Context: an optimization exercise on an open-source flow, tuned for small area, a short achievable clock period and few clock cycles per item. The choices shown serve that exercise and are no tape-out recipe.
At most, simulation tests tie the RTL to the original design; equivalence was not proved.
No functional check of the RTL was part of runs 2 and 3.
Power and IR drop assume default switching activity.

## flow/design.v (module list and top-level ports; edited modules follow where they fit)
// module mbsd_decide: 874 lines
// module moving_baseline_spike_detector: 257 lines
// module mbsd_add: 29 lines
module moving_baseline_spike_detector #(
    parameter int WINDOW     = 8,
    parameter int DAY_LENGTH = 1440
) (
    input  logic                             i_clk,
    input  logic                             i_rst_n,
    input  logic                             i_valid,
    output logic                             o_ready,
    input  logic [mbsd_pkg::COUNT_W-1:0]     i_error_count,
    input  logic                             i_start_of_day,
    output logic                             o_valid,
    input  logic                             i_ready,
    output logic                             o_decision_valid,
    output logic                             o_anomaly,
    output logic [mbsd_pkg::MINUTE_W-1:0]    o_minute_index,
    output logic [mbsd_pkg::BASE_W-1:0]      o_baseline_sum,
    output logic [mbsd_pkg::TOTAL_W-1:0]     o_anomaly_total,
    input  logic                             i_cfg_valid,
    output logic                             o_cfg_ready,
    input  logic [mbsd_pkg::CFG_IDX_W-1:0]   i_cfg_index,
    input  logic [mbsd_pkg::CFG_W-1:0]       i_cfg_data
);
  // ...
==> flow/flow/run.sh <==
#!/bin/bash
# Standard ORFS layout (the standard.sh) with two changes to how the layout
# is made:
#  - timing repair aims for a larger setup-slack margin (flow/margin.txt), so it
#    keeps improving paths below the clock period;
#  - the port buffers that global placement inserts are plain buffers
#    (flow/port_buffer.txt) instead of the delay cell ORFS picks by default.
# The whole make output goes to make_flow.log; ORFS's per-step logs stay in
# orfs/logs.
set -euo pipefail
MARGIN=$(cat flow/margin.txt)
PORTBUF=$(cat flow/port_buffer.txt)
sed -e "s/SETUP_SLACK_MARGIN=[0-9.]*/SETUP_SLACK_MARGIN=${MARGIN}/" standard.sh > standard_margin.sh
grep -q "SETUP_SLACK_MARGIN=${MARGIN}" standard_margin.sh
bash standard_margin.sh "BUFFER_PORTS_ARGS=-buffer_cell ${PORTBUF}" finish > make_flow.log 2>&1
==> flow/flow/margin.txt <==
6.6
==> flow/flow/port_buffer.txt <==
sky130_fd_sc_hd__buf_2
==> flow/standard.sh <==
#!/bin/bash
# synth_recipe.tcl (not shown) runs the flow's synth.tcl, then flattens the netlist and writes it again
# the make line also repeats each setting of config.mk as NAME=value (left out here)
make -C /OpenROAD-flow-scripts/flow DESIGN_CONFIG=/design/flow/config.mk WORK_HOME=/design/flow/orfs CLKGATE_MAP_FILE= SYNTH_SCRIPT=/design/flow/synth_recipe.tcl "${@:-finish}"
==> flow/config.mk <==
export PLATFORM = sky130hd
export DESIGN_NAME = moving_baseline_spike_detector
export DESIGN_NICKNAME = moving_baseline_spike_detector
export VERILOG_FILES = /design/flow/design.v
export SDC_FILE = /design/flow/constraint.sdc
export NUM_CORES = 4
export LEC_CHECK = 0
export ABC_AREA = 1
export CAP_MARGIN = 20
export CORE_MARGIN = 2
export CORE_UTILIZATION = 40
export SETUP_SLACK_MARGIN = 5
export SLEW_MARGIN = 20
==> flow/constraint.sdc <==
create_clock -name core_clock -period 10.0 [get_ports {i_clk}]
set_input_delay 2.0000 -clock core_clock [delete_from_list [all_inputs] [get_ports {i_clk}]]
set_output_delay 2.0000 -clock core_clock [all_outputs]
set_load 0.01 [all_outputs]
==> impl_metrics.csv, run 1 <==
group,metric,value,unit
setup_path,crit_chain,"clkinv_4 -> clkbuf_4 -> o22ai_1 -> xor2_1 -> fa_1 -> fa_1 -> fa_1 -> inv_1 -> fa_1",
cts,root_buffer,"clkbuf_16",
synthesis,ys_seq_area_share,48.1,%
setup_path,worstPathMaxFanout,6,
power_and_ir_drop,power_density,195,nW/um2
layout,drive_gt1_share,16.6,%
layout,multi_input_area_share,38.0,%
setup_path,rr_endpoint,"r_dc_r1[21]",
detailed_routing,top_layer,"met5",
placed_design,place_hpwl,37000,um
grt,gr-total-overflow,0,
synthesis,synthFlopType,"edfxtp_1",
grt,grt_max_degree,82,
synthesis,yosys_warnings,8,
layout,antenna_cells,0,
run_status,status,"timing/DRC/antenna clean",
synthesis,syn_avg_cell_area,11.0,um2
timing,slew_headroom,42.1,%
synthesis,syn_nets,2341,
grt,grt.busiest_layer,"met2",
power_and_ir_drop,p_clk_share,31.0,%
grt,met3_usage,3.46,%
detailed_routing,drt_pre_antenna_iters,6,
synthesis,yosysTopAreaCellShare,44.1,%
placed_design,place_congestion,0.847,
die,io_pins,86,
Testbench counts, summed over its fixed seeds: cycles 23,064, items 23,040.
==> module moving_baseline_spike_detector, before the edit <==
module moving_baseline_spike_detector #(
    parameter int WINDOW     = 8,
    parameter int DAY_LENGTH = 1440
) (
    input  logic                             i_clk,
    input  logic                             i_rst_n,
    input  logic                             i_valid,
    output logic                             o_ready,
    input  logic [mbsd_pkg::COUNT_W-1:0]     i_error_count,
    input  logic                             i_start_of_day,
    output logic                             o_valid,
    input  logic                             i_ready,
    output logic                             o_decision_valid,
    output logic                             o_anomaly,
    output logic [mbsd_pkg::MINUTE_W-1:0]    o_minute_index,
    output logic [mbsd_pkg::BASE_W-1:0]      o_baseline_sum,
    output logic [mbsd_pkg::TOTAL_W-1:0]     o_anomaly_total,
    input  logic                             i_cfg_valid,
    output logic                             o_cfg_ready,
    input  logic [mbsd_pkg::CFG_IDX_W-1:0]   i_cfg_index,
    input  logic [mbsd_pkg::CFG_W-1:0]       i_cfg_data
);
    localparam int COUNT_W = mbsd_pkg::COUNT_W;
    localparam int TOTAL_W = mbsd_pkg::TOTAL_W;
    localparam int SUM_W   = 19;
    localparam int MC_W    = 11;
    logic [15:0] r_thr;
    logic [23:0] r_mult_digits;
    logic [7:0]  r_mult_one;
    logic [7:0]  r_mult_two;
    logic [7:0]  r_mult_neg;
    assign {r_mult_one, r_mult_two, r_mult_neg} = r_mult_digits;
    function automatic logic [23:0] booth_digits(input logic [15:0] m);
        logic [16:0] mx;
        logic [7:0]  one;
        logic [7:0]  two;
        logic [7:0]  neg;
        mx = {m, 1'b0};
        for (int i = 0; i < 8; i++) begin
            one[i] = mx[2*i+1] ^ mx[2*i];
            two[i] = (mx[2*i+2] & ~mx[2*i+1] & ~mx[2*i]) | (~mx[2*i+2] & mx[2*i+1] & mx[2*i]);
            neg[i] = mx[2*i+2];
        end
        booth_digits = {one, two, neg};
    endfunction
    localparam logic [23:0] MULT_RST_DIGITS = booth_digits(mbsd_pkg::SPIKE_MULT_RST);
    logic               r_fresh;
    logic               r_sk_valid;
    logic [COUNT_W-1:0] r_sk_count;
    logic               r_sk_sod;
    logic               r_in_valid;
    logic [COUNT_W-1:0] r_in_count;
    logic               r_in_sod;
    logic [COUNT_W-1:0] r_hist [WINDOW];
    logic [SUM_W-1:0]   r_sum;
    logic [MC_W-1:0]    r_minute;
    logic               r_full;
    logic               r_in_day;
    logic               r_dc_valid;
    logic               r_dc_sod;
    logic               r_dc_above;
    logic               r_dc_dvalid;
    logic [35:0]        r_dc_r0;
    logic [35:0]        r_dc_r1;
    logic [SUM_W-1:0]   r_dc_sum;
    logic               r_out_valid;
    logic               r_out_dvalid;
    logic               r_out_anomaly;
    logic [MC_W-1:0]    r_out_minute;
    logic [SUM_W-1:0]   r_out_base;
    logic [TOTAL_W-1:0] r_out_total;
    logic               w_adv;
    logic               w_accept;
    logic               w_load;
    logic               w_nx_valid;
    logic [COUNT_W-1:0] w_nx_count;
    logic               w_nx_sod;
    logic               w_step;
    logic [SUM_W-1:0]   w_sum;
    logic [MC_W-1:0]    w_minute;
    logic               w_full;
    logic               w_in_day;
    logic [COUNT_W-1:0] w_oldest;
    logic [SUM_W-1:0]   w_sum_b;
    logic [SUM_W-1:0]   w_sum_c;
    logic [SUM_W-1:0]   w_sum_maj;
    logic [SUM_W-1:0]   w_sum_cs_s;
    logic [SUM_W-1:0]   w_sum_cs_c;
    logic [SUM_W-1:0]   w_sum_add;
    logic [SUM_W-1:0]   w_sum_next;
    logic [35:0]        w_r0;
    logic [35:0]        w_r1;
    logic [35:0]        w_q;
    logic [35:0]        w_cs_s;
    logic [35:0]        w_cs_maj;
    logic [35:0]        w_cs_c;
    logic [35:0]        w_z;
    logic               w_flag;
    logic [TOTAL_W-1:0] w_tprev;
    logic [TOTAL_W-1:0] w_total;
    logic [MC_W-1:0]    w_out_minute;
    assign w_adv       = !r_out_valid || i_ready;
    assign o_ready     = !r_sk_valid;
    assign w_accept    = i_valid && !r_sk_valid;
    assign o_cfg_ready = 1'b1;
    always_ff @(posedge i_clk) begin
        if (!i_rst_n) begin
            r_thr         <= mbsd_pkg::MIN_THRESHOLD_RST;
            r_mult_digits <= MULT_RST_DIGITS;
        end else if (i_cfg_valid) begin
            if (i_cfg_index == mbsd_pkg::CFG_MIN_THRESHOLD) r_thr <= i_cfg_data;
            if (i_cfg_index == mbsd_pkg::CFG_SPIKE_MULT) begin
                r_mult_digits <= booth_digits(i_cfg_data);
            end
        end
    end
    always_ff @(posedge i_clk) begin
        if (!i_rst_n) begin
            r_sk_valid <= 1'b0;
        end else if (w_adv) begin
            r_sk_valid <= 1'b0;
        end else if (w_accept && r_in_valid) begin
            r_sk_valid <= 1'b1;
        end
    end
    always_ff @(posedge i_clk) begin
        if (w_accept) begin
            r_sk_count <= i_error_count;
            r_sk_sod   <= i_start_of_day;
        end
    end
    assign w_load     = w_adv || !r_in_valid;
    assign w_nx_valid = r_sk_valid || w_accept;
    assign w_nx_count = r_sk_valid ? r_sk_count : i_error_count;
    assign w_nx_sod   = r_sk_valid ? r_sk_sod : i_start_of_day;
    always_ff @(posedge i_clk) begin
        if (!i_rst_n) begin
            r_in_valid <= 1'b0;
        end else if (w_load) begin
            r_in_valid <= w_nx_valid;
        end
    end
    always_ff @(posedge i_clk) begin
        if (w_load) begin
            r_in_count <= w_nx_count;
            r_in_sod   <= w_nx_sod || r_fresh;
        end
    end
    always_ff @(posedge i_clk) begin
        if (!i_rst_n) begin
            r_fresh <= 1'b1;
        end else if (w_load && w_nx_valid) begin
            r_fresh <= 1'b0;
        end
    end
    assign w_sum    = r_in_sod ? '0 : r_sum;
    assign w_minute = r_in_sod ? '0 : r_minute;
    assign w_full   = !r_in_sod && r_full;
    assign w_in_day = r_in_sod || r_in_day;
    assign w_oldest = r_full ? r_hist[WINDOW-1] : '0;
    assign w_step   = w_adv && r_in_valid;
    assign w_sum_b    = SUM_W'(r_in_count);
    assign w_sum_c    = ~(SUM_W'(w_oldest));
    assign w_sum_cs_s = r_sum ^ w_sum_b ^ w_sum_c;
    assign w_sum_maj  = (r_sum & w_sum_b) | (r_sum & w_sum_c) | (w_sum_b & w_sum_c);
    assign w_sum_cs_c = {w_sum_maj[SUM_W-2:0], 1'b0};
    mbsd_add #(.W(SUM_W)) u_sum_add (
        .a   (w_sum_cs_s),
        .b   (w_sum_cs_c),
        .cin (1'b1),
        .s   (w_sum_add)
    );
    assign w_sum_next = r_in_sod ? w_sum_b : w_sum_add;
    always_ff @(posedge i_clk) begin
        if (w_step && w_in_day) begin
            r_sum    <= w_sum_next;
            r_minute <= w_minute + MC_W'(1);
            r_full   <= w_full || (w_minute == MC_W'(WINDOW - 1));
            r_in_day <= w_minute != MC_W'(DAY_LENGTH - 1);
        end
    end
    always_ff @(posedge i_clk) begin
        if (w_step) begin
            r_hist[0] <= r_in_count;
            for (int i = 1; i < WINDOW; i++) begin
                r_hist[i] <= r_hist[i-1];
            end
        end
    end
    mbsd_decide u_decide (
        .s     (r_sum),
        .m_one (r_mult_one),
        .m_two (r_mult_two),
        .m_neg (r_mult_neg),
        .c     (r_in_count),
        .r0    (w_r0),
        .r1    (w_r1)
    );
    always_ff @(posedge i_clk) begin
        if (!i_rst_n) begin
            r_dc_valid <= 1'b0;
        end else if (w_adv) begin
            r_dc_valid <= r_in_valid;
        end
    end
    always_ff @(posedge i_clk) begin
        if (w_adv) begin
            r_dc_sod    <= r_in_sod;
            r_dc_above  <= r_in_count >= r_thr;
            r_dc_dvalid <= w_full && w_in_day;
            r_dc_r0     <= w_r0;
            r_dc_r1     <= w_r1;
            r_dc_sum    <= w_sum;
        end
    end
    assign w_q      = r_mult_neg[7] ? ((36'(r_dc_sum) << 16) | 36'(1 << 14)) : '0;
    assign w_cs_s   = r_dc_r0 ^ r_dc_r1 ^ w_q;
    assign w_cs_maj = (r_dc_r0 & r_dc_r1) | (r_dc_r0 & w_q) | (r_dc_r1 & w_q);
    assign w_cs_c   = {w_cs_maj[34:0], 1'b0};
    mbsd_add #(.W(36)) u_cmp_add (
        .a   (w_cs_s),
        .b   (w_cs_c),
        .cin (1'b0),
        .s   (w_z)
    );
    assign w_flag  = r_dc_dvalid && r_dc_above && ((r_dc_sum == '0) || w_z[35]);
    assign w_tprev = r_dc_sod ? '0 : r_out_total;
    assign w_total = (w_flag && (w_tprev != mbsd_pkg::TOTAL_MAX)) ? w_tprev + TOTAL_W'(1) : w_tprev;
    assign w_out_minute = r_dc_sod ? '0 :
                          (r_out_minute == MC_W'(DAY_LENGTH)) ? r_out_minute : r_out_minute + MC_W'(1);
    always_ff @(posedge i_clk) begin
        if (!i_rst_n) begin
            r_out_valid <= 1'b0;
        end else if (w_adv) begin
            r_out_valid <= r_dc_valid;
        end
    end
    always_ff @(posedge i_clk) begin
        if (w_adv && r_dc_valid) begin
            r_out_total  <= w_total;
            r_out_minute <= w_out_minute;
        end
    end
    always_ff @(posedge i_clk) begin
        if (w_adv) begin
            r_out_dvalid  <= r_dc_dvalid;
            r_out_anomaly <= w_flag;
            r_out_base    <= r_dc_sum;
        end
    end
    assign o_valid          = r_out_valid;
    assign o_decision_valid = r_out_dvalid;
    assign o_anomaly        = r_out_anomaly;
    assign o_minute_index   = r_out_minute;
    assign o_baseline_sum   = r_out_base;
    assign o_anomaly_total  = r_out_total;
endmodule
==> run 2, diff against run 1 <==
--- a/flow/design.v
+++ b/flow/design.v
@@ -936,6 +936,7 @@
     endfunction
     localparam logic [23:0] MULT_RST_DIGITS = booth_digits(mbsd_pkg::SPIKE_MULT_RST);
     logic               r_fresh;
+    logic               r_sk_ready;
     logic               r_sk_valid;
     logic [COUNT_W-1:0] r_sk_count;
     logic               r_sk_sod;
@@ -991,8 +992,9 @@
     logic [TOTAL_W-1:0] w_total;
     logic [MC_W-1:0]    w_out_minute;
     assign w_adv       = !r_out_valid || i_ready;
-    assign o_ready     = !r_sk_valid;
-    assign w_accept    = i_valid && !r_sk_valid;
+    assign r_sk_valid  = !r_sk_ready;
+    assign o_ready     = r_sk_ready;
+    assign w_accept    = i_valid && r_sk_ready;
     assign o_cfg_ready = 1'b1;
     always_ff @(posedge i_clk) begin
         if (!i_rst_n) begin
@@ -1007,11 +1009,11 @@
     end
     always_ff @(posedge i_clk) begin
         if (!i_rst_n) begin
-            r_sk_valid <= 1'b0;
+            r_sk_ready <= 1'b1;
         end else if (w_adv) begin
-            r_sk_valid <= 1'b0;
+            r_sk_ready <= 1'b1;
         end else if (w_accept && r_in_valid) begin
-            r_sk_valid <= 1'b1;
+            r_sk_ready <= 1'b0;
         end
     end
     always_ff @(posedge i_clk) begin
--- a/flow/config.mk
+++ b/flow/config.mk
@@ -8,6 +8,6 @@
 export ABC_AREA = 1
 export CAP_MARGIN = 20
 export CORE_MARGIN = 2
-export CORE_UTILIZATION = 40
+export CORE_UTILIZATION = 55
 export SETUP_SLACK_MARGIN = 5
 export SLEW_MARGIN = 20
==> run 2 against run 1 <==
Still clean. Critical path depth rose by 1. Wire length about the same. Synthesized cell count grew 0.15%. First-iteration DRC count fell by 17%. Cell count is 8.6% lower. Clock skew rose by 8.3 ps. Total power down 1.2%. Combinational power hardly changed. Sequential share of layout area grew 0.89 points. Non-clock buffer count decreased by 28. Cell area is 2.1% lower. Critical endpoint is now r_dc_r1[22]. Highest routed layer is now met4.
==> impl_metrics.csv, run 2 <==
group,metric,value,unit
run_status,status,"timing/DRC/antenna clean",
placed_design,io_buffers,84,
die,fp.coreArea,39900,um2
synthesis,ys_seq_elements,373,
synthesis,yosysMostFrequentCell,"inv_1",
timing,fin_skew,22.0,ps
detailed_routing,wl_per_cell,20.8,um
synthesis,yosysTopAreaCellShare,44.0,%
cts,clk_latency,590,ps
timing,worst_slew_pin_slew,897,ps
placed_design,place_congestion,0.850,
layout,drive_gt1_share,14.7,%
layout,final_nets,2462,
layout,fin_cells,2715,
synthesis,muxShareOfSynthArea,0.0503,%
setup_path,critPathRequiredTime,10330,ps
die,die_w,206,um
power_and_ir_drop,netSwitchingFraction,32.5,%
synthesis,synth_area,22400,um2
placed_design,dp.cells,2580,
grt,use_met2,42.3,%
grt,grt.busiest_layer,"met2",
detailed_routing,dr.first_iter.drc_count,1475,
die,die_y,206,um
power_and_ir_drop,power_density,197,nW/um2
synthesis,synthXorXnorAreaFrac,7.05,%
power_and_ir_drop,p_clk_share,29.5,%
setup_path,crit_path_end_kind,"register",
power_and_ir_drop,seq_power_share,40.6,%
layout,final_common_cell,"inv_1",
setup_path,worstPathMaxFanout,4,
power_and_ir_drop,p_int,3.39,mW
power_and_ir_drop,comb_power_share,29.9,%
grt,gr-total-overflow,0,
synthesis,synth-compound-area-share,8.02,%
detailed_routing,wirelength,56500,um
detailed_routing,vias,15100,
grt,grt_max_degree,76,
synthesis,synthTopCellsByArea,"edfxtp_1 44%, fa_1 14%, xor2_1 6.6%",
synthesis,synth_top_area_cell,"edfxtp_1",
cts,path_clk_slew,60,ps
layout,syn_to_final_growth,14.1,%
synthesis,synth_top_family_by_area,"adder cells",
cts,h-tree-depth,2,
timing,rsz0062_at_grt,"true",
timing,slew_headroom,40.1,%
grt,grt_use_met1,37.7,%
timing,finalSetupTns,0,ps
timing,final.min_clock_period,3380,ps
flow_run,max-cap-violations,0,
detailed_routing,ant_nets,0,
synthesis,yosys_warnings,8,
timing,drv_slew,0,
detailed_routing,vias_per_cell,5.56,
placed_design,place_hpwl,38100,um
grt,grt_pass1_vias,14764,
die,io_pins,86,
synthesis,synthFlopType,"edfxtp_1",
layout,final_core_util,63.9,%
synthesis,ys_seq_area_share,48.1,%
grt,antenna_found_initial,0,
grt,grt_pass1_wl,84500,um
timing,finalHoldViolCount,0,
cts,cts_hold_buf,0,
layout,final_cell_mix,"355 x inv_1, 328 x edfxtp_1, 248 x nand2_1",
die,dieArea,42300,um2
grt,met3_usage,5.35,%
power_and_ir_drop,switchingPower,1.64,mW
cts,cts_tree,"done",
cts,cts_buffers,41,
layout,largest_reg_flops,128,
setup_path,arrival,3710,ps
layout,antenna_cells,0,
power_and_ir_drop,peakVddDrop,138,uV
timing,min_period_over_period,33.8,%
layout,regMostFlops,"r_hist",
power_and_ir_drop,p_leak,11.5,nW
detailed_routing,drt_pre_antenna_iters,5,
timing,timing.fmax,296,MHz
layout,reg.largest.list,"r_hist: 128 flops, r_dc_r0: 35 flops, r_dc_r1: 34 flops",
cts,numClockSinks,373,
synthesis,synthCells,2041,
detailed_routing,drc,0,
synthesis,synthAdderAreaFrac,20.2,%
die,start_util,56.0,%
setup_path,crit_type,"reg2reg",
cts,cts_max_path_buffers,3,
synthesis,ys_async_sr_fraction,0,%
synthesis,yosys.area_share.simple,8.23,%
min_path,hp-class,"reg2reg",
synthesis,syn_avg_cell_area,11.0,um2
synthesis,synth_edf_count,328,
synthesis,synthDistinctLibCells,49,
setup_path,crit_path_start_kind,"register",
cts,root_buffer,"clkbuf_16",
timing,setup_viol,0,
synthesis,syn_nets,2344,
die,num_rows,73,
synthesis,synth_common_cells,"357 x inv_1, 328 x edfxtp_1, 255 x nand2_1, 169 x xor2_1, 162 x fa_1",
grt,grt_usage,27.1,%
[run 2: power by group through the flow]
stage               logic, mW  clock network, mW  registers, mW
global route             1.73               1.58           2.06
floorplan                1.01                  0           2.04
CTS                      1.44               1.52           2.04
finish                   1.50               1.48           2.04
global placement         1.34                  0           2.07
detailed placement       1.39                  0           2.07
[run 2: through the flow]
step           hold slack [ps]  instance area [um2]  setup slack (ps)  total power [mW]
4_1_cts                    412                24900              6580              4.99
2_1_floorplan              400                22400              4670              3.05
5_1_grt                    418                25500              6520              5.37
3_5_place_dp               405                23200              5420              3.47
3_3_place_gp               401                23200              5520              3.41
6_report                   407                25500              6620              5.03
[run 2: cells by family after synthesis]
family                   after synthesis
AO/OA/AOI/OAI                        305
XOR/XNOR                             180
adder cells (fa/ha/maj)              265
buffers and inverters                485
flip-flops                           373
multiplexers                           1
other                                  1
AND/OR/NAND/NOR                      431
[run 2: path summary, 6_finish.rpt]
kind	start	end	slack [ps]	cells after the start
max	r_sum[18]	r_dc_r1[22]	6620	10
min	r_hist[1][13]	r_hist[2][13]	410	0
max reg2reg	r_sum[18]	r_dc_r1[22]	6620	10
min reg2reg	r_hist[1][13]	r_hist[2][13]	410	0
[run 2: worst max-delay path, stage by stage (launching register included)]
cell and delay [ps]:
edfxtp_1 520, buf_4 220, nand2_1 70, xor2_1 160, inv_1 90, fa_1 500, inv_1 60, fa_1 450
fa_1 520, inv_1 60, fa_1 460
[run 2: timing repair]
action / CTS / global route
cloned: 3 / 7
gates resized for setup: 91 / 58
endpoints found under the setup margin: 141 / 89
setup buffers: 11 / 40
hold endpoints to repair: 0 / 0
pin swaps: 1 / 10
[run 2: metal layers]
layer | part of all wire (%) | vias to the layer above
li1 | - | 6994
met1 | 43 | 7388
met2 | 45 | 600
met3 | 7.8 | 118
met4 | 3.9 | 0
met5 | 0 | -
[run 2: cell type report]
cell class | instances | area, um2
Timing Repair Buffer | 148 | 1060
Clock buffer | 50 | 1140
Fill cell | 3220 | 14400
Timing Repair inverter | 4 | 25.0
Sequential cell | 373 | 10800
Inverter | 405 | 1700
Tap cell | 525 | 657
Multi-Input combinational cell | 1186 | 9950
Clock inverter | 24 | 190
==> run 3, diff against run 2 <==
--- a/flow/config.mk
+++ b/flow/config.mk
@@ -10,4 +10,4 @@
 export CORE_MARGIN = 2
 export CORE_UTILIZATION = 55
 export SETUP_SLACK_MARGIN = 5
-export SLEW_MARGIN = 20
+export SLEW_MARGIN = 60
==> run 3 against run 2 <==
Critical endpoint is now r_dc_r1[15]. Clock skew is 27 ps higher. Cell count is 1.4% higher. Total power is 1.9% higher. Via count is 1.6% higher. Clock power is 3% higher. Register-to-register slack hardly changed. Worst setup slack better by 14 ps. Non-clock buffer count is 36 higher. Sequential share of layout area is 0.65 points lower. Utilization is 1.1 points higher. Largest cell class unchanged. Area after synthesis stayed put.
==> impl_metrics.csv, run 3 <==
group,metric,value,unit
grt,grt_pass1_wl,85800,um
synthesis,synthTopCellsByArea,"edfxtp_1 44%, fa_1 14%, xor2_1 6.6%",
timing,final.min_clock_period,3360,ps
power_and_ir_drop,netSwitchingFraction,32.3,%
synthesis,ys_seq_elements,373,
layout,antenna_cells,0,
synthesis,synth_common_cells,"357 x inv_1, 328 x edfxtp_1, 255 x nand2_1, 169 x xor2_1, 162 x fa_1",
synthesis,yosysTopAreaCellShare,44.0,%
timing,slew_headroom,57.6,%
setup_path,arrival,3650,ps
layout,drive_gt1_share,17.2,%
layout,seqCellArea,10800,um2
timing,timing.fmax,297,MHz
cts,cts_max_path_buffers,3,
timing,worst_slew_pin_slew,635,ps
power_and_ir_drop,p_int,3.47,mW
cts,h-tree-depth,2,
synthesis,synth_area,22400,um2
setup_path,crit_path_start_kind,"register",
synthesis,ys_async_sr_fraction,0,%
die,start_util,56.0,%
layout,regMostFlops,"r_hist",
run_status,status,"timing/DRC/antenna clean",
layout,syn_to_final_growth,16.0,%
detailed_routing,vias,15346,
synthesis,synthFlopType,"edfxtp_1",
die,num_rows,73,
min_path,hp-class,"reg2reg",
cts,numClockSinks,373,
timing,min_period_over_period,33.6,%
grt,grt_max_degree,76,
synthesis,ys_seq_area_share,48.1,%
placed_design,place_hpwl,38300,um
layout,final_nets,2501,
timing,fin_skew,48.9,ps
layout,fill_cells,3157,
placed_design,dp.cells,2585,
cts,cts_hold_buf,0,
synthesis,synthCells,2041,
power_and_ir_drop,seq_power_share,39.9,%
setup_path,crit_type,"reg2reg",
layout,reg.largest.list,"r_hist: 128 flops, r_dc_r0: 35 flops, r_dc_r1: 34 flops",
cts,cts_tree,"done",
die,io_pins,86,
timing,setup_viol,0,
setup_path,worstPathMaxFanout,18,
die,dieArea,42300,um2
detailed_routing,vias_per_cell,5.57,
die,die_w,206,um
synthesis,syn_nets,2344,
cts,cts_buffers,41,
die,fp.coreArea,39900,um2
grt,antenna_found_initial,0,
power_and_ir_drop,p_leak,11.8,nW
synthesis,syn_avg_cell_area,11.0,um2
grt,gr-total-overflow,0,
synthesis,yosys_warnings,8,
setup_path,slowest_delay,500,ps
detailed_routing,ant_nets,0,
die,die_y,206,um
flow_run,max-cap-violations,0,
detailed_routing,wl_per_cell,21.1,um
synthesis,yosysMostFrequentCell,"inv_1",
grt,grt_usage,27.4,%
synthesis,synth_edf_count,328,
power_and_ir_drop,peakVddDrop,150,uV
layout,final_common_cell,"inv_1",
timing,rsz0062_at_grt,"true",
layout,fin_cells,2754,
placed_design,io_buffers,84,
timing,drv_slew,0,
layout,largest_reg_flops,128,
detailed_routing,drc,0,
synthesis,synth_top_area_cell,"edfxtp_1",
layout,final_cell_mix,"351 x inv_1, 328 x edfxtp_1, 244 x nand2_1",
detailed_routing,drt_pre_antenna_iters,5,
setup_path,crit_path_end_kind,"register",
synthesis,synthDistinctLibCells,49,
setup_path,cpMostUsedCell,"fa_1",
timing,finalHoldViolCount,0,
power_and_ir_drop,comb_power_share,30.4,%
detailed_routing,wirelength,58100,um
grt,grt_pass1_vias,14813,
power_and_ir_drop,p_clk_share,29.7,%
timing,hold_slack,403,ps
cts,root_buffer,"clkbuf_16",
setup_path,critPathRequiredTime,10290,ps
setup_path,cp_slowest_cell,"fa_1",
timing,finalSetupTns,0,ps
layout,multi_input_area,10000,um2
setup_path,crit_chain,"buf_12 -> bufbuf_16 -> xor2_1 -> inv_1 -> fa_1 -> fa_1 -> inv_1 -> fa_1 -> inv_1 -> fa_1",
power_and_ir_drop,switchingPower,1.66,mW
cts,clk_latency,590,ps
power_and_ir_drop,power_density,198,nW/um2
cts,path_clk_slew,60,ps
detailed_routing,dr.first_iter.drc_count,1393,
placed_design,place_congestion,0.850,
-- run 3: cell counts after synthesis --
Identical to the previous run, type by type.
-- run 3: what timing repair did --
item / in CTS / in global routing
gates resized for setup: 61 / 78
pin swaps: 2 / 26
buffers inserted: 12 / 68
setup endpoints to repair: 59 / 62
cloned: 3 / 11
-- run 3: critical path: cells and delay by family (launching register included) --
family	cells	cell delay, ps
buf+inv	5	630
flops	1	420
xor+xnor	1	160
fa+ha+maj	4	1850
-- run 3: power by group through the flow --
stage	clock [mW]	sequential, mW	combinational, mW
floorplan	0	2.04	1.01
global placement	0	2.07	1.34
detailed placement	0	2.07	1.40
CTS	1.56	2.04	1.44
global route	1.61	2.06	1.78
finish	1.52	2.05	1.56
-- run 3: cells by family after synthesis --
logic type / after synthesis / share of synthesized area, %
buffers and inverters: 485 / 8.32
and+or+nand+nor: 431 / 8.23
DFF: 373 / 48.1
AOI/OAI and AO/OA: 305 / 8.02
adders and majority gates: 265 / 20.2
xor gates and xnor gates: 180 / 7.05
other: 1 / 0.0168
muxes: 1 / 0.0503
-- run 3: path summary, 6_finish.rpt --
path | cells past startpoint | end | start | slack (ps)
worst max-delay path | 10 | r_dc_r1[15] | r_mult_digits[7] | 6640
worst min-delay path | 0 | r_hist[6][7] | r_hist[5][7] | 400
worst max register to register | 10 | r_dc_r1[15] | r_mult_digits[7] | 6640
worst min register to register | 0 | r_hist[6][7] | r_hist[5][7] | 400
-- run 3: final cells by class --
type                       count  share of cell area [%]
sequential                   373                    41.6
multi-input combinational   1185                    38.7
inverter                     405                    6.62
timing repair buffer         184                    5.20
clock buffer                  48                    4.06
tap                          525                    2.53
clock inverter                26                    1.12
timing repair inverter         8                   0.159
-- run 3: metrics by stage --
step	util, %	instance area [um2]	setup slack [ps]	total power, mW
after floorplan	-	22400	4670	3.05
after global placement	58.1	23200	5520	3.41
after detailed placement	58.4	23300	5900	3.47
after CTS	62.6	25000	6600	5.04
after global routing	65.0	25900	6550	5.46
final	65.0	25900	6640	5.13
-- run 3: layer usage --
| metal | vias to the layer above | routed length (um) | track usage [%] | part of all wire, % |
|---|---|---|---|---|
| li1 | 7064 | - | - | - |
| met1 | 7463 | 24200 | 37.9 | 42 |
| met2 | 683 | 26200 | 42.7 | 45 |
| met3 | 136 | 5330 | 5.67 | 9.2 |
| met4 | 0 | 2360 | 10.3 | 4.1 |
| met5 | - | 0 | 0 | 0 |
==> run 4, diff against run 3 <==
--- a/flow/design.v
+++ b/flow/design.v
@@ -956,6 +956,7 @@
     logic [35:0]        r_dc_r1;
     logic [SUM_W-1:0]   r_dc_sum;
     logic               r_out_valid;
+    logic               r_out_empty;
     logic               r_out_dvalid;
     logic               r_out_anomaly;
     logic [MC_W-1:0]    r_out_minute;
@@ -991,10 +992,9 @@
     logic [TOTAL_W-1:0] w_tprev;
     logic [TOTAL_W-1:0] w_total;
     logic [MC_W-1:0]    w_out_minute;
-    assign w_adv       = !r_out_valid || i_ready;
-    assign r_sk_valid  = !r_sk_ready;
+    assign w_adv       = r_out_empty || i_ready;
     assign o_ready     = r_sk_ready;
-    assign w_accept    = i_valid && r_sk_ready;
+    assign w_accept    = i_valid && !r_sk_valid;
     assign o_cfg_ready = 1'b1;
     always_ff @(posedge i_clk) begin
         if (!i_rst_n) begin
@@ -1009,10 +1009,13 @@
     end
     always_ff @(posedge i_clk) begin
         if (!i_rst_n) begin
+            r_sk_valid <= 1'b0;
             r_sk_ready <= 1'b1;
         end else if (w_adv) begin
+            r_sk_valid <= 1'b0;
             r_sk_ready <= 1'b1;
         end else if (w_accept && r_in_valid) begin
+            r_sk_valid <= 1'b1;
             r_sk_ready <= 1'b0;
         end
     end
@@ -1124,8 +1127,10 @@
     always_ff @(posedge i_clk) begin
         if (!i_rst_n) begin
             r_out_valid <= 1'b0;
+            r_out_empty <= 1'b1;
         end else if (w_adv) begin
             r_out_valid <= r_dc_valid;
+            r_out_empty <= !r_dc_valid;
         end
     end
     always_ff @(posedge i_clk) begin
--- a/flow/config.mk
+++ b/flow/config.mk
@@ -10,4 +10,4 @@
 export CORE_MARGIN = 2
 export CORE_UTILIZATION = 55
 export SETUP_SLACK_MARGIN = 5
-export SLEW_MARGIN = 60
+export SLEW_MARGIN = 20
==> run 4 against run 3 <==
Via count barely moved. Critical endpoint is now r_dc_r1[18]. Clock skew down 15 ps. Highest routed layer unchanged. Non-clock buffer count shrank 14. Worst setup slack worse by 57 ps. Largest cell class unchanged. Cell area shrank 0.26%. Hold slack better by 6.3 ps. Register-to-register slack lost 60 ps. Count of clock-buffer cells in the layout rose by 8.
==> impl_metrics.csv, run 4 <==
group,metric,value,unit
synthesis,synth_edf_count,328,
timing,rsz0062_at_grt,"true",
layout,drive_gt1_share,15.9,%
setup_path,crit_type,"reg2reg",
setup_path,cp_num_buf_inv,2,
detailed_routing,wirelength,57900,um
cts,clk_latency,590,ps
min_path,whs_path_depth,0,
setup_path,crit_chain,"clkinv_2 -> o22ai_1 -> xor2_1 -> fa_1 -> fa_1 -> fa_1 -> inv_1 -> fa_1",
cts,root_buffer,"clkbuf_16",
timing,final.min_clock_period,3420,ps
cts,cts_max_path_buffers,3,
detailed_routing,wl_per_cell,21.0,um
die,die_w,206,um
setup_path,crit_path_start_kind,"register",
placed_design,dp.cells,2593,
cts,h-tree-depth,2,
detailed_routing,drt-met1-wl,25400,um
grt,antenna_found_initial,0,
layout,largest_reg_flops,128,
timing,drv_slew,0,
synthesis,syn_nets,2356,
setup_path,cp_slowest_cell,"fa_1",
timing,fin_skew,33.6,ps
synthesis,yosysMostFrequentCell,"inv_1",
die,dieArea,42400,um2
setup_path,cp.depth,8,
placed_design,place_hpwl,38000,um
synthesis,synthTopCellsByArea,"edfxtp_1 44%, fa_1 14%, xor2_1 6.6%",
grt,grt_usage,26.8,%
synthesis,yosysTopAreaCellShare,44.0,%
synthesis,ys_async_sr_fraction,0,%
layout,final_cell_mix,"362 x inv_1, 328 x edfxtp_1, 251 x nand2_1",
placed_design,io_buffers,84,
grt,gr-total-overflow,0,
power_and_ir_drop,finalPower,5.01,mW
setup_path,slowest_delay,520,ps
cts,cts_buffers,42,
detailed_routing,drt_pre_antenna_iters,5,
synthesis,yosys_warnings,8,
detailed_routing,drc,0,
timing,timing.fmax,292,MHz
layout,final_common_cell,"inv_1",
timing,finalHoldViolCount,0,
synthesis,synth_top_area_cell,"edfxtp_1",
die,io_pins,86,
placed_design,place_congestion,0.874,
die,start_util,56.0,%
setup_path,critPathRequiredTime,10300,ps
layout,syn_to_final_growth,15.5,%
synthesis,ys_seq_elements,375,
flow_run,max-cap-violations,0,
detailed_routing,dr_wl_met3,4800,um
setup_path,worstPathMaxFanout,7,
cts,cts_tree,"done",
layout,multi_input_area,10000,um2
setup_path,crit_path_end_kind,"register",
synthesis,ys_seq_area_share,48.2,%
detailed_routing,dr.first_iter.drc_count,1503,
synthesis,synth_area,22400,um2
detailed_routing,ant_nets,0,
die,num_rows,73,
detailed_routing,vias,15361,
layout,reg.largest.list,"r_hist: 128 flops, r_dc_r0: 35 flops, r_dc_r1: 34 flops",
timing,finalSetupTns,0,ps
timing,slew_headroom,28.9,%
synthesis,synthFlopType,"edfxtp_1",
synthesis,synth_common_cells,"364 x inv_1, 328 x edfxtp_1, 261 x nand2_1, 168 x xor2_1, 162 x fa_1",
detailed_routing,routed-wl-met2,25900,um
layout,regMostFlops,"r_hist",
die,die_y,206,um
synthesis,syn_avg_cell_area,10.9,um2
detailed_routing,vias_per_cell,5.58,
die,fp.coreArea,40000,um2
timing,setup_viol,0,
cts,numClockSinks,375,
synthesis,synthDistinctLibCells,48,
power_and_ir_drop,p_leak,11.7,nW
cts,cts_hold_buf,0,
setup_path,worst_path_dominant_cell_family,"adder cells",
cts,path_clk_slew,60,ps
layout,antenna_cells,0,
synthesis,synthCells,2053,
detailed_routing,top_layer,"met4",
grt,grt_pass1_wl,84900,um
power_and_ir_drop,peakVddDrop,132,uV
grt,grt_pass1_vias,14796,
setup_path,arrival,3720,ps
layout,final_nets,2500,
setup_path,rr_worst_depth,8,
layout,fin_cells,2753,
timing,worst_slew_pin_slew,1060,ps
min_path,hp-class,"reg2reg",
run_status,status,"timing/DRC/antenna clean",
layout,seqCellArea,10800,um2
power_and_ir_drop,power_density,194,nW/um2
layout,fill_cells,3177,
grt,grt_max_degree,99,
timing,min_period_over_period,34.2,%
setup_path,cpMostUsedCell,"fa_1",
run 4: what timing repair did:
action / CTS / global route
endpoints found under the hold margin: 0 / 0
pin swaps: 3 / 18
setup endpoints to repair: 262 / 161
setup buffers: 12 / 59
gates cloned: 4 / 10
resized for setup: 93 / 78
run 4: path summary, 6_finish.rpt:
| kind | start | to | slack [ps] |
|---|---|---|---|
| max | r_sum[17] | r_dc_r1[18] | 6580 |
| min | r_hist[3][9] | r_hist[4][9] | 410 |
| max reg2reg | r_sum[17] | r_dc_r1[18] | 6580 |
| min reg2reg | r_hist[3][9] | r_hist[4][9] | 410 |
run 4: report_power, final:
part | switching (mW) | internal, mW
combinational | 0.889 | 0.582
sequential | 0.0888 | 1.95
clock | 0.646 | 0.851
run 4: cell families (layout without fill, tap and decap cells):
logic type               Yosys count  count (layout)  synth area share [%]
buffers and inverters            490             663                  8.33
AND/OR/NAND/NOR                  437             438                  8.19
flip-flops                       375             375                  48.2
AO/OA/AOI/OAI                    303             304                  7.95
adder cells (fa/ha/maj)          265             265                  20.2
XOR/XNOR                         179             179                  7.00
multiplexers                       3               3                 0.140
other                              1               1                0.0167
run 4: layout make-up:
cell class / instances / share of cell area (%)
repair inverters: 8 / 0.169
clock inverters: 19 / 0.793
flip-flops and latches: 375 / 41.8
inverters: 410 / 6.66
repair buffers: 170 / 4.84
multi-input cells: 1190 / 38.8
well taps: 525 / 2.54
clock buffers: 56 / 4.34
run 4: routing by layer:
layer / vias to the layer above / global-route usage [%]
met3: 121 / 4.86
met4: 0 / 7.60
li1: 7068 / -
met5: - / 0
met2: 649 / 41.5
met1: 7523 / 39.2
run 4: stage by stage:
step | setup WS [ps] | cell area, um2 | util, % | hold WS, ps
finish | 6580 | 25900 | 64.7 | 409
global route | 6530 | 25900 | 64.7 | 417
CTS | 6590 | 25000 | 62.5 | 412
detailed placement | 5680 | 23300 | 58.1 | 405
global placement | 5710 | 23300 | 58.1 | 400
floorplan | 3540 | 22400 | - | 400
Testbench counts of run 4, summed over its fixed seeds: cycles 23,064, items 23,040.
==> run 5, diff against run 4 <==
==> flow/flow/margin.txt (replaced) <==
6.7
--- a/flow/config.mk
+++ b/flow/config.mk
@@ -9,5 +9,7 @@
 export CAP_MARGIN = 20
 export CORE_MARGIN = 2
 export CORE_UTILIZATION = 55
+export CTS_CLUSTER_DIAMETER = 80
+export CTS_CLUSTER_SIZE = 24
 export SETUP_SLACK_MARGIN = 5
 export SLEW_MARGIN = 20
==> run 5 against run 4 <==
Critical endpoint is now r_dc_r1[20]. Wire length is 2.1% lower. Sequential power hardly changed. First-iteration DRC count is 11% lower.
==> impl_metrics.csv, run 5 <==
group,metric,value,unit
cts,clk_latency,590,ps
layout,design_area,25900,um2
synthesis,yosysTopAreaCellShare,44.0,%
timing,finalHoldViolCount,0,
detailed_routing,dr.first_iter.drc_count,1344,
timing,worst_slew_pin_slew,923,ps
die,fp.coreArea,40000,um2
synthesis,synth_area,22400,um2
layout,syn_to_final_growth,15.8,%
detailed_routing,vias_per_cell,5.58,
synthesis,syn_avg_cell_area,10.9,um2
cts,path_clk_slew,90,ps
layout,final_common_cell,"inv_1",
die,dieArea,42400,um2
setup_path,crit_chain,"clkinv_4 -> o22ai_2 -> xor2_1 -> fa_1 -> fa_1 -> fa_1 -> inv_1 -> fa_1",
synthesis,synth_edf_count,328,
grt,gr-total-overflow,0,
detailed_routing,drt_pre_antenna_iters,8,
timing,rsz0062_at_grt,"true",
run_status,status,"timing/DRC/antenna clean",
power_and_ir_drop,peakVddDrop,135,uV
min_path,whs_path_depth,0,
grt,grt_pass1_wl,84900,um
layout,final_nets,2515,
synthesis,ys_async_sr_fraction,0,%
cts,numClockSinks,375,
die,io_pins,86,
setup_path,crit_path_start_kind,"register",
synthesis,synth_top_area_cell,"edfxtp_1",
layout,reg.largest.list,"r_hist: 128 flops, r_dc_r0: 35 flops, r_dc_r1: 34 flops",
setup_path,cp_slowest_cell,"fa_1",
layout,regMostFlops,"r_hist",
setup_path,critPathRequiredTime,10320,ps
synthesis,synthTopCellsByArea,"edfxtp_1 44%, fa_1 14%, xor2_1 6.6%",
detailed_routing,vias,15384,
timing,setup_viol,0,
timing,fin_skew,24.2,ps
timing,timing.fmax,301,MHz
synthesis,ys_seq_area_share,48.2,%
layout,fin_cells,2756,
detailed_routing,drc,0,
cts,cts_hold_buf,0,
timing,drv_slew,0,
cts,root_buffer,"clkbuf_16",
placed_design,dp.cells,2594,
setup_path,rr_worst_depth,8,
detailed_routing,wl_per_cell,20.6,um
placed_design,io_buffers,84,
placed_design,place_congestion,0.870,
cts,cts_buffers,24,
die,die_y,206,um
synthesis,synthDistinctLibCells,48,
synthesis,syn_nets,2356,
cts,cts_max_path_buffers,3,
detailed_routing,ant_nets,0,
layout,final_cell_mix,"350 x inv_1, 328 x edfxtp_1, 241 x nand2_1",
cts,cts_tree,"done",
synthesis,ys_seq_elements,375,
die,die_w,206,um
setup_path,crit_path_end_kind,"register",
grt,grt_max_degree,81,
flow_run,max-cap-violations,0,
die,start_util,56.0,%
placed_design,place_hpwl,37500,um
setup_path,slowest_delay,530,ps
setup_path,arrival,3650,ps
detailed_routing,wirelength,56700,um
min_path,hp-class,"reg2reg",
synthesis,synthCells,2053,
timing,slew_headroom,38.3,%
cts,h-tree-depth,1,
setup_path,worstPathMaxFanout,7,
setup_path,cpMostUsedCell,"fa_1",
die,num_rows,73,
power_and_ir_drop,finalPower,4.67,mW
placed_design,placed_area,23300,um2
power_and_ir_drop,power_density,180,nW/um2
timing,min_period_over_period,33.2,%
layout,largest_reg_flops,128,
power_and_ir_drop,p_leak,11.7,nW
grt,antenna_found_initial,1,
layout,drive_gt1_share,18.9,%
grt,grt_usage,26.8,%
synthesis,yosys_warnings,8,
timing,finalSetupTns,0,ps
setup_path,crit_type,"reg2reg",
synthesis,synthFlopType,"edfxtp_1",
timing,final.min_clock_period,3320,ps
synthesis,synth_common_cells,"364 x inv_1, 328 x edfxtp_1, 261 x nand2_1, 168 x xor2_1, 162 x fa_1",
synthesis,yosysMostFrequentCell,"inv_1",
grt,grt_pass1_vias,14975,
==> run 5: cell counts after synthesis <==
Identical to the previous run, type by type.
==> run 5: final timing paths <==
path | from | to | slack, ps
max | r_sum[16] | r_dc_r1[20] | 6680
min | r_hist[5][1] | r_hist[6][1] | 420
max reg2reg | r_sum[16] | r_dc_r1[20] | 6680
min reg2reg | r_hist[5][1] | r_hist[6][1] | 420
==> run 5: cell families after synthesis <==
| logic type | synth area share (%) |
|---|---|
| buf+inv | 8.33 |
| simple gates | 8.19 |
| flops | 48.2 |
| compound gates | 7.95 |
| fa+ha+maj | 20.2 |
| xor+xnor | 7.00 |
| mux | 0.140 |
| other cells | 0.0167 |
==> run 5: critical path: cells and delay by family (launching register included) <==
kind            cells  cell delay [ps]
fa+ha+maj           4             1960
flops               1              460
xor+xnor            1              250
buf+inv             2              210
compound gates      1              180
==> run 5: metal layers <==
| layer | GRT usage (%) | wire, um |
|---|---|---|
| met3 | 6.18 | 5090 |
| met2 | 41.1 | 25300 |
| met1 | 38.0 | 24400 |
| met4 | 8.75 | 1940 |
| met5 | 0 | 13 |
==> run 5: report_power, final <==
| group | switching [mW] | total (mW) | leakage (nW) | internal (mW) |
|---|---|---|---|---|
| Clock | 0.582 | 1.07 | 0.390 | 0.492 |
| Sequential | 0.0878 | 2.04 | 3.71 | 1.95 |
| Combinational | 0.930 | 1.56 | 7.60 | 0.630 |
==> run 5: what timing repair did <==
action	4_1_cts	5_1_grt
cloned	6	6
endpoints found under the setup margin	237	118
buffers inserted	38	67
resized for setup	133	124
pin swaps	8	41
==> run 5: cell type report <==
type | instances | area [um2]
Multi-Input combinational cell | 1189 | 10300
Clock inverter | 13 | 158
Inverter | 410 | 1780
Antenna cell | 1 | 2.50
Timing Repair inverter | 9 | 60.1
Sequential cell | 375 | 10800
Fill cell | 3190 | 14100
Clock buffer | 31 | 648
Timing Repair Buffer | 203 | 1510
Tap cell | 525 | 657
==> run 5: per-stage QoR <==
step	util (%)	hold WS (ps)	setup WS, ps
after floorplan	-	400	3540
after global placement	58.2	400	5120
after detailed placement	58.2	405	5010
after CTS	62.1	425	6650
after global routing	64.8	430	6580
final	64.8	421	6680
==> run 6, diff against run 5 <==
==> flow/flow/margin.txt (replaced) <==
6.5
==> run 6 against run 5 <==
Still clean on timing, DRC and antenna. Sequential share of layout area increased by 2.0 points. Cell count is 3.2% lower. Total power is 2.2% lower. Global-route usage down 0.82 points. Via count is 3.6% lower. Clock power is 7% higher. Register-to-register slack lost 130 ps. Cell area decreased by 4.8%. Critical path depth is 1 higher. Critical path type unchanged.
==> impl_metrics.csv, run 6 <==
group,metric,value,unit
run_status,status,"timing/DRC/antenna clean",
synthesis,ys_seq_elements,375,
synthesis,synthTopCellsByArea,"edfxtp_1 44%, fa_1 14%, xor2_1 6.6%",
die,dieArea,42400,um2
die,io_pins,86,
grt,grt_usage,26.0,%
timing,drv_slew,0,
timing,min_period_over_period,34.5,%
cts,clk_latency,590,ps
synthesis,syn_nets,2356,
synthesis,synth_top_area_cell,"edfxtp_1",
layout,fill_cells,3322,
die,num_rows,73,
setup_path,crit_path_end_kind,"register",
synthesis,syn_avg_cell_area,10.9,um2
layout,syn_to_final_growth,10.2,%
layout,final_nets,2428,
timing,rsz0062_at_grt,"true",
synthesis,yosys_warnings,8,
timing,setup_viol,0,
synthesis,synth_area,22400,um2
placed_design,io_buffers,84,
layout,largest_reg_flops,128,
timing,hold_slack,419,ps
layout,antenna_cells,0,
flow_run,max-cap-violations,0,
synthesis,synthCells,2053,
detailed_routing,drc,0,
placed_design,place_hpwl,37800,um
setup_path,arrival,3790,ps
synthesis,synthDistinctLibCells,48,
detailed_routing,vias_per_cell,5.55,
timing,finalHoldViolCount,0,
timing,timing.fmax,290,MHz
timing,fin_skew,25.8,ps
cts,cts_max_path_buffers,3,
synthesis,synth_edf_count,328,
power_and_ir_drop,power_density,185,nW/um2
layout,regMostFlops,"r_hist",
detailed_routing,wirelength,54400,um
cts,root_buffer,"clkbuf_16",
detailed_routing,dr.first_iter.drc_count,1415,
synthesis,yosysMostFrequentCell,"inv_1",
synthesis,ys_async_sr_fraction,0,%
cts,cts_tree,"done",
detailed_routing,vias,14824,
detailed_routing,drt_pre_antenna_iters,6,
die,start_util,56.0,%
timing,slew_headroom,32.5,%
die,fp.coreArea,40000,um2
synthesis,synthFlopType,"edfxtp_1",
synthesis,synth_common_cells,"364 x inv_1, 328 x edfxtp_1, 261 x nand2_1, 168 x xor2_1, 162 x fa_1",
die,die_w,206,um
timing,final.min_clock_period,3450,ps
grt,grt_pass1_wl,82900,um
power_and_ir_drop,finalPower,4.57,mW
timing,finalSetupTns,0,ps
cts,numClockSinks,375,
layout,final_core_util,61.7,%
grt,antenna_found_initial,0,
cts,h-tree-depth,1,
setup_path,crit_path_start_kind,"register",
grt,grt_pass1_vias,14526,
cts,cts_hold_buf,0,
timing,worst_slew_pin_slew,1010,ps
setup_path,crit_type,"reg2reg",
cts,cts_buffers,25,
synthesis,yosysTopAreaCellShare,44.0,%
setup_path,critPathRequiredTime,10330,ps
setup_path,worstPathMaxFanout,18,
placed_design,place_congestion,0.894,
layout,final_common_cell,"inv_1",
layout,reg.largest.list,"r_hist: 128 flops, r_dc_r0: 35 flops, r_dc_r1: 34 flops",
power_and_ir_drop,p_leak,11.2,nW
detailed_routing,ant_nets,0,
layout,final_cell_mix,"362 x inv_1, 328 x edfxtp_1, 257 x nand2_1",
synthesis,ys_seq_area_share,48.2,%
grt,grt_max_degree,93,
die,die_y,206,um
detailed_routing,wl_per_cell,20.4,um
grt,gr-total-overflow,0,
layout,drive_gt1_share,11.7,%
cts,path_clk_slew,100,ps
min_path,hp-class,"reg2reg",
power_and_ir_drop,peakVddDrop,141,uV
-- run 6: cells by family (layout without fill, tap and decap cells) --
family / count (synthesis) / count (layout) / share of synthesized area (%)
adders and majority gates: 265 / 265 / 20.2
AOI/OAI and AO/OA: 303 / 303 / 7.95
and+or+nand+nor: 437 / 438 / 8.19
xor gates and xnor gates: 179 / 179 / 7.00
buffers and inverters: 490 / 580 / 8.33
DFF: 375 / 375 / 48.2
muxes: 3 / 3 / 0.140
other: 1 / 1 / 0.0167
-- run 6: report_power, final --
part           switching (mW)  leakage [nW]  total [mW]  internal, mW
Sequential             0.0848          3.70        2.04          1.95
Combinational           0.844          7.09        1.39         0.543
Clock                   0.609         0.432        1.15         0.538
-- run 6: routing by layer --
layer  routed length, um  track usage [%]
met1               24300             38.7
met2               24500             39.7
met3                4420             4.36
met4                1240             7.02
met5                   0                0
-- run 6: worst paths after layout --
kind	slack, ps	end	startpoint	depth (start not counted)
worst max-delay path	6550	r_dc_r1[17]	r_mult_digits[22]	9
worst min-delay path	420	r_hist[2][12]	r_hist[1][12]	0
worst max register to register	6550	r_dc_r1[17]	r_mult_digits[22]	9
worst min register to register	420	r_hist[2][12]	r_hist[1][12]	0
-- run 6: area by class of cell --
type | instances | area (um2) | share of cell area, %
Clock buffer | 31 | 658 | 2.67
Clock inverter | 15 | 221 | 0.897
Inverter | 410 | 1660 | 6.70
Multi-Input combinational cell | 1189 | 9850 | 39.9
Sequential cell | 375 | 10800 | 43.8
Tap cell | 525 | 657 | 2.66
Timing Repair Buffer | 123 | 843 | 3.41
Timing Repair inverter | 1 | 7.51 | 0.0304
-- run 6: critical path, cell delays in order (launching register included) --
cell	delay, ps
dfxtp_1	440
clkinv_2	330
o22ai_1	260
xor2_1	120
fa_1	550
inv_1	60
fa_1	420
fa_1	520
inv_1	50
fa_1	450
-- run 6: per-stage QoR --
stage / area [um2] / instances / setup slack, ps
detailed placement: 23300 / 2594 / 5280
CTS: 24400 / 2650 / 6470
finish: 24700 / 2669 / 6550
global placement: 23300 / 2593 / 5400
global route: 24700 / 2669 / 6490
floorplan: 22400 / 2053 / 3540
-- run 6: timing repair --
action | 4_1_cts | 5_1_grt
setup endpoints to repair | 198 | 65
gates resized for setup | 55 | 57
pin swaps | 2 | 5
buffers inserted | 9 | 17
cloned | 1 | 2
==> run 7, diff against run 6 <==
==> flow/flow/margin.txt (replaced) <==
6.6
--- a/flow/config.mk
+++ b/flow/config.mk
@@ -8,7 +8,7 @@
 export ABC_AREA = 1
 export CAP_MARGIN = 20
 export CORE_MARGIN = 2
-export CORE_UTILIZATION = 55
+export CORE_UTILIZATION = 65
 export CTS_CLUSTER_DIAMETER = 80
 export CTS_CLUSTER_SIZE = 24
 export SETUP_SLACK_MARGIN = 5
==> run 7 against run 6 <==
Via count grew 2.9%. Area after synthesis unchanged. Fmax is 3.4% higher. First-iteration DRC count decreased by 7.1%. Die area fell by 15%. Flip-flop and latch count stayed put.
==> impl_metrics.csv, run 7 <==
group,metric,value,unit
timing,worst_slew_pin_slew,1090,ps
die,die_w,190,um
placed_design,place_hpwl,36000,um
cts,path_clk_slew,100,ps
setup_path,worstPathMaxFanout,13,
timing,timing.fmax,299,MHz
die,io_pins,86,
grt,antenna_found_initial,0,
timing,final.min_clock_period,3340,ps
cts,cts_max_path_buffers,3,
power_and_ir_drop,p_leak,11.4,nW
layout,final_nets,2476,
die,num_rows,67,
detailed_routing,vias_per_cell,5.79,
synthesis,synthTopCellsByArea,"edfxtp_1 44%, fa_1 14%, xor2_1 6.6%",
power_and_ir_drop,finalPower,4.51,mW
die,dieArea,36000,um2
layout,syn_to_final_growth,12.1,%
detailed_routing,drc,0,
layout,reg.largest.list,"r_hist: 128 flops, r_dc_r0: 35 flops, r_dc_r1: 34 flops",
synthesis,synthCells,2053,
synthesis,yosysMostFrequentCell,"inv_1",
synthesis,yosysTopAreaCellShare,44.0,%
placed_design,io_buffers,84,
setup_path,crit_path_start_kind,"register",
timing,setup_viol,0,
grt,grt_pass1_wl,80600,um
setup_path,arrival,3640,ps
layout,final_common_cell,"inv_1",
die,die_y,190,um
grt,gr-total-overflow,0,
cts,root_buffer,"clkbuf_16",
synthesis,synthFlopType,"edfxtp_1",
layout,regMostFlops,"r_hist",
die,start_util,66.5,%
timing,drv_slew,0,
synthesis,synthDistinctLibCells,48,
synthesis,yosys_warnings,8,
detailed_routing,drt_pre_antenna_iters,7,
synthesis,ys_async_sr_fraction,0,%
flow_run,max-cap-violations,0,
synthesis,synth_common_cells,"364 x inv_1, 328 x edfxtp_1, 261 x nand2_1, 168 x xor2_1, 162 x fa_1",
layout,largest_reg_flops,128,
timing,fin_skew,23.7,ps
layout,fin_cells,2637,
detailed_routing,ant_nets,0,
synthesis,synth_top_area_cell,"edfxtp_1",
layout,final_core_util,74.5,%
timing,finalSetupTns,0,ps
timing,min_period_over_period,33.4,%
synthesis,syn_nets,2356,
detailed_routing,wl_per_cell,20.4,um
die,fp.coreArea,33700,um2
layout,final_cell_mix,"360 x inv_1, 328 x edfxtp_1, 244 x nand2_1",
timing,slew_headroom,27.1,%
cts,numClockSinks,375,
run_status,status,"timing/DRC/antenna clean",
layout,drive_gt1_share,15.1,%
detailed_routing,dr.first_iter.drc_count,1314,
cts,cts_hold_buf,0,
setup_path,crit_path_end_kind,"register",
grt,grt_pass1_vias,14610,
synthesis,ys_seq_area_share,48.2,%
placed_design,pre_cts_ws,4610,ps
detailed_routing,wirelength,53900,um
power_and_ir_drop,peakVddDrop,160,uV
grt,grt_max_degree,83,
cts,h-tree-depth,1,
timing,finalHoldViolCount,0,
setup_path,critPathRequiredTime,10300,ps
cts,cts_buffers,22,
synthesis,synth_edf_count,328,
timing,fin_ws,6660,ps
cts,cts_tree,"done",
synthesis,ys_seq_elements,375,
timing,rsz0062_at_grt,"true",
placed_design,dp.cells,2515,
layout,antenna_cells,0,
grt,grt_usage,29.4,%
min_path,hp-class,"reg2reg",
cts,clk_latency,560,ps
power_and_ir_drop,power_density,180,nW/um2
synthesis,synth_area,22400,um2
placed_design,place_congestion,0.864,
synthesis,syn_avg_cell_area,10.9,um2
detailed_routing,vias,15259,
setup_path,crit_type,"reg2reg",
[run 7: cell counts after synthesis]
No cell type changed its count.
[run 7: cell families (layout without fill, tap and decap cells)]
family	Yosys count	count (layout)	synth area share [%]
mux	3	3	0.140
xor+xnor	179	179	7.00
buf+inv	490	625	8.33
compound gates	303	303	7.95
fa+ha+maj	265	265	20.2
other cells	1	1	0.0167
simple gates	437	438	8.19
flops	375	375	48.2
[run 7: worst paths after layout]
kind / start / to / slack [ps] / cells past startpoint
max: r_mult_digits[10] / r_dc_r1[16] / 6660 / 9
min: r_hist[4][7] / r_hist[5][7] / 420 / 0
max reg2reg: r_mult_digits[10] / r_dc_r1[16] / 6660 / 9
min reg2reg: r_hist[4][7] / r_hist[5][7] / 420 / 0
[run 7: per-stage QoR]
stage | instance area [um2] | hold WS (ps)
4_1_cts | 24300 | 417
6_report | 25100 | 418
3_3_place_gp | 23200 | 400
3_5_place_dp | 23200 | 405
2_1_floorplan | 22400 | 400
5_1_grt | 25100 | 428
[run 7: repair_timing]
action,4_1_cts,5_1_grt
pin swaps,4,23
setup buffers,15,56
cloned,5,6
setup endpoints to repair,303,80
gates resized for setup,92,89
[run 7: layer usage]
layer,wire (um),vias up,part of all wire (%),global-route usage [%]
met2,24500,694,45,46.5
li1,-,7009,-,-
met1,22500,7427,42,42.7
met5,0,-,0,0
met4,1730,0,3.2,8.59
met3,5180,129,9.6,4.78
[run 7: power breakdown]
group / total (mW) / switching [mW] / internal, mW
Combinational: 1.50 / 0.893 / 0.603
Clock: 0.978 / 0.541 / 0.437
Sequential: 2.04 / 0.0881 / 1.95
[run 7: final cells by class]
| class | instances | area (um2) |
|---|---|---|
| tap | 448 | 561 |
| clock buffer | 33 | 592 |
| sequential | 375 | 10800 |
| timing repair inverter | 7 | 40.0 |
| timing repair buffer | 168 | 1220 |
| clock inverter | 7 | 116 |
| inverter | 410 | 1740 |
| multi-input combinational | 1189 | 10000 |
| fill | 2365 | 8580 |
[run 7: critical path: stages (launching register included)]
cell	delay (ps)
dfxtp_2	390
clkinv_4	140
buf_4	160
o22ai_1	210
xor2_1	230
fa_1	500
fa_1	460
fa_1	510
inv_1	50
fa_1	430
==> run 8, diff against run 7 <==
--- a/flow/config.mk
+++ b/flow/config.mk
@@ -11,5 +11,6 @@
 export CORE_UTILIZATION = 65
 export CTS_CLUSTER_DIAMETER = 80
 export CTS_CLUSTER_SIZE = 24
+export PLACE_DENSITY = 0.8
 export SETUP_SLACK_MARGIN = 5
 export SLEW_MARGIN = 20
==> run 8 against run 7 <==
Still clean on timing, DRC and antenna. Sequential power about the same. Cell count down 0.83%. Wire length up 0.95%. Critical path depth down 1. First-iteration DRC count up 42%. Worst setup slack worse by 54 ps. Non-clock buffer count down 18. Synthesized cell count unchanged. Via count up 3.1%. Combinational power down 3%. Register-to-register slack worse by 50 ps. Critical endpoint is now r_dc_r1[22].
==> impl_metrics.csv, run 8 <==
group,metric,value,unit
run_status,status,"timing/DRC/antenna clean",
synthesis,syn_avg_cell_area,10.9,um2
die,start_util,66.5,%
layout,reg.largest.list,"r_hist: 128 flops, r_dc_r0: 35 flops, r_dc_r1: 34 flops",
detailed_routing,vias,15728,
setup_path,crit_path_start_kind,"register",
min_path,min_from,"r_hist[5][8]",
cts,cts_max_path_buffers,3,
cts,numClockSinks,375,
synthesis,synth_edf_count,328,
setup_path,crit_path_end_kind,"register",
layout,antenna_cells,0,
synthesis,synthTopCellsByArea,"edfxtp_1 44%, fa_1 14%, xor2_1 6.6%",
detailed_routing,ant_nets,0,
layout,final_common_cell,"inv_1",
timing,hold_slack,422,ps
synthesis,syn_nets,2356,
detailed_routing,dr.first_iter.drc_count,1867,
detailed_routing,vias_per_cell,6.01,
synthesis,ys_seq_elements,375,
timing,fin_skew,15.2,ps
placed_design,place_congestion,0.933,
placed_design,place_hpwl,35900,um
timing,slew_headroom,29.7,%
power_and_ir_drop,peakVddDrop,140,uV
grt,grt_usage,29.4,%
grt,grt_pass1_wl,81700,um
placed_design,io_buffers,84,
layout,final_nets,2455,
timing,setup_viol,0,
setup_path,rr_endpoint,"r_dc_r1[22]",
power_and_ir_drop,p_leak,11.3,nW
die,dieArea,36000,um2
timing,drv_slew,0,
layout,syn_to_final_growth,11.0,%
synthesis,synthFlopType,"edfxtp_1",
grt,antenna_found_initial,0,
power_and_ir_drop,power_density,180,nW/um2
setup_path,arrival,3690,ps
cts,h-tree-depth,1,
setup_path,regToRegSetupSlack,6610,ps
grt,gr-total-overflow,0,
setup_path,crit_type,"reg2reg",
detailed_routing,wl_per_cell,20.8,um
flow_run,max-cap-violations,0,
timing,rsz0062_at_grt,"true",
layout,regMostFlops,"r_hist",
synthesis,synthDistinctLibCells,48,
synthesis,synth_area,22400,um2
synthesis,ys_async_sr_fraction,0,%
grt,grt_max_degree,84,
detailed_routing,drc,0,
setup_path,rr_worst_depth,8,
timing,timing.fmax,295,MHz
layout,design_area,24900,um2
die,num_rows,67,
layout,final_cell_mix,"361 x inv_1, 328 x edfxtp_1, 249 x nand2_1",
timing,worst_slew_pin_slew,1050,ps
setup_path,r2r-start,"r_mult_digits[11]",
grt,grt_pass1_vias,15370,
cts,root_buffer,"clkbuf_16",
cts,cts_tree,"done",
placed_design,placed_area,23200,um2
setup_path,critPathRequiredTime,10300,ps
die,die_y,190,um
detailed_routing,drt_pre_antenna_iters,10,
min_path,whs_path_depth,0,
synthesis,synthCells,2053,
synthesis,synth_common_cells,"364 x inv_1, 328 x edfxtp_1, 261 x nand2_1, 168 x xor2_1, 162 x fa_1",
cts,clk_latency,560,ps
synthesis,yosys_warnings,8,
die,die_w,190,um
min_path,hold_path_end,"r_hist[6][8]",
detailed_routing,wirelength,54400,um
setup_path,worstPathMaxFanout,7,
timing,final.min_clock_period,3390,ps
cts,cts_buffers,22,
timing,finalSetupTns,0,ps
die,io_pins,86,
synthesis,ys_seq_area_share,48.2,%
timing,finalHoldViolCount,0,
synthesis,yosysTopAreaCellShare,44.0,%
cts,cts_hold_buf,0,
layout,drive_gt1_share,13.6,%
die,fp.coreArea,33700,um2
cts,path_clk_slew,90,ps
synthesis,yosysMostFrequentCell,"inv_1",
synthesis,synth_top_area_cell,"edfxtp_1",
min_path,hp-class,"reg2reg",
timing,min_period_over_period,33.9,%
layout,largest_reg_flops,128,
[run 8: cell counts after synthesis]
No cell type changed its count.
[run 8: critical path, stage by stage (launching register included)]
cell and delay, ps:
dfxtp_2 450, clkinv_2 240, o22ai_1 250, xor2_1 230
fa_1 450, fa_1 430, fa_1 550, inv_1 60
fa_1 460
[run 8: metrics by stage]
| stage | power [mW] | std cells | utilization (%) | worst slack (ps) |
|---|---|---|---|---|
| 2_1_floorplan | 2.99 | 2053 | - | 3540 |
| 4_1_cts | 4.36 | 2565 | 71.5 | 6600 |
| 3_3_place_gp | 3.28 | 2516 | 68.7 | 5050 |
| 6_report | 4.46 | 2615 | 73.8 | 6610 |
| 5_1_grt | 4.75 | 2615 | 73.8 | 6550 |
| 3_5_place_dp | 3.38 | 2516 | 68.7 | 4920 |
[run 8: area by class of cell]
type	instances	area, um2
flip-flops and latches	375	10800
multi-input cells	1189	9950
fillers	2251	8840
inverters	410	1720
repair buffers	150	1090
clock buffers	30	581
well taps	448	561
clock inverters	9	119
repair inverters	4	21.3
[run 8: how the worst max path moves through the flow]
stage | from | depth (start not counted) | endpoint | slack (ps)
2_1_floorplan | i_ready | 4 | r_hist[0][0] | 3540
3_3_place_gp | i_ready | 7 | r_hist[0][13] | 5050
3_5_place_dp | i_ready | 7 | r_hist[1][3] | 4920
4_1_cts | r_sum[8] | 9 | r_dc_r1[12] | 6600
5_1_grt | r_mult_digits[11] | 8 | r_dc_r1[22] | 6550
6_report | r_mult_digits[11] | 8 | r_dc_r1[22] | 6610
[run 8: cell families after synthesis]
| group | Yosys count | synth area share [%] |
|---|---|---|
| other | 1 | 0.0167 |
| DFF | 375 | 48.2 |
| buffers and inverters | 490 | 8.33 |
| and+or+nand+nor | 437 | 8.19 |
| xor gates and xnor gates | 179 | 7.00 |
| AOI/OAI and AO/OA | 303 | 7.95 |
| adders and majority gates | 265 | 20.2 |
| muxes | 3 | 0.140 |
[run 8: power by group]
group / internal, mW / switching, mW / total, mW
combinational: 0.568 / 0.879 / 1.45
clock: 0.432 / 0.542 / 0.974
sequential: 1.95 / 0.0926 / 2.04
total: 2.95 / 1.51 / 4.46
[run 8: layer usage]
metal / vias to the layer above / global-route usage (%) / part of all wire, %
li1: 6963 / - / -
met1: 7556 / 41.3 / 38
met2: 981 / 46.7 / 46
met3: 228 / 5.05 / 12
met4: 0 / 11.2 / 4.7
met5: - / 0 / 0
[run 8: timing repair]
| action | CTS | global route |
|---|---|---|
| buffers inserted | 8 | 44 |
| endpoints found under the setup margin | 266 | 49 |
| pin swaps | 0 | 15 |
| hold endpoints to repair | 0 | 0 |
| gates cloned | 2 | 5 |
| gates resized for setup | 76 | 78 |

static timing again, ports no longer ideal:
The flow's constraints put no driver on any port. The routed layouts listed below were extracted and timed again, unchanged, in two steps. Step 1 assumes that a clkbuf_16 drives the clock port and a buf_2 every other input. Step 2 times the ports against the registers' clock, not the clock port: input delays grow and output delays shrink by t, the midpoint of the rising clock arrivals with the driver on. Three values: ideal ports, drivers, drivers and shift; two values: the first two.
run | shift t [ns] | setup WS [ns] | worst setup path after step 2 | slew at the worst register clock pin (ns) | worst data-port slew with drivers (ns)
run 1 | 0.641 | 6.631 / 6.617 / 6.228 | input to register | 0.06 / 0.06 | 0.05
run 2 | 0.635 | 6.624 / 6.624 / 6.194 | input to register | 0.07 / 0.07 | 0.07
run 3 | 0.627 | 6.638 / 6.638 / 6.101 | input to register | 0.07 / 0.07 | 0.07
run 4 | 0.633 | 6.581 / 6.581 / 6.072 | input to register | 0.06 / 0.06 | 0.05
run 5 | 0.629 | 6.676 / 6.676 / 6.282 | input to register | 0.10 / 0.10 | 0.05
run 6 | 0.637 | 6.547 / 6.547 / 6.039 | input to register | 0.10 / 0.10 | 0.04
run 7 | 0.600 | 6.661 / 6.661 / 6.130 | input to register | 0.10 / 0.10 | 0.06
run 8 | 0.615 | 6.607 / 6.607 / 6.123 | input to register | 0.10 / 0.10 | 0.05
After both steps every run listed still meets setup and hold. The setup slack of run 3, which loses most, moves by 0.000 ns with the drivers and by -0.537 ns with both steps.
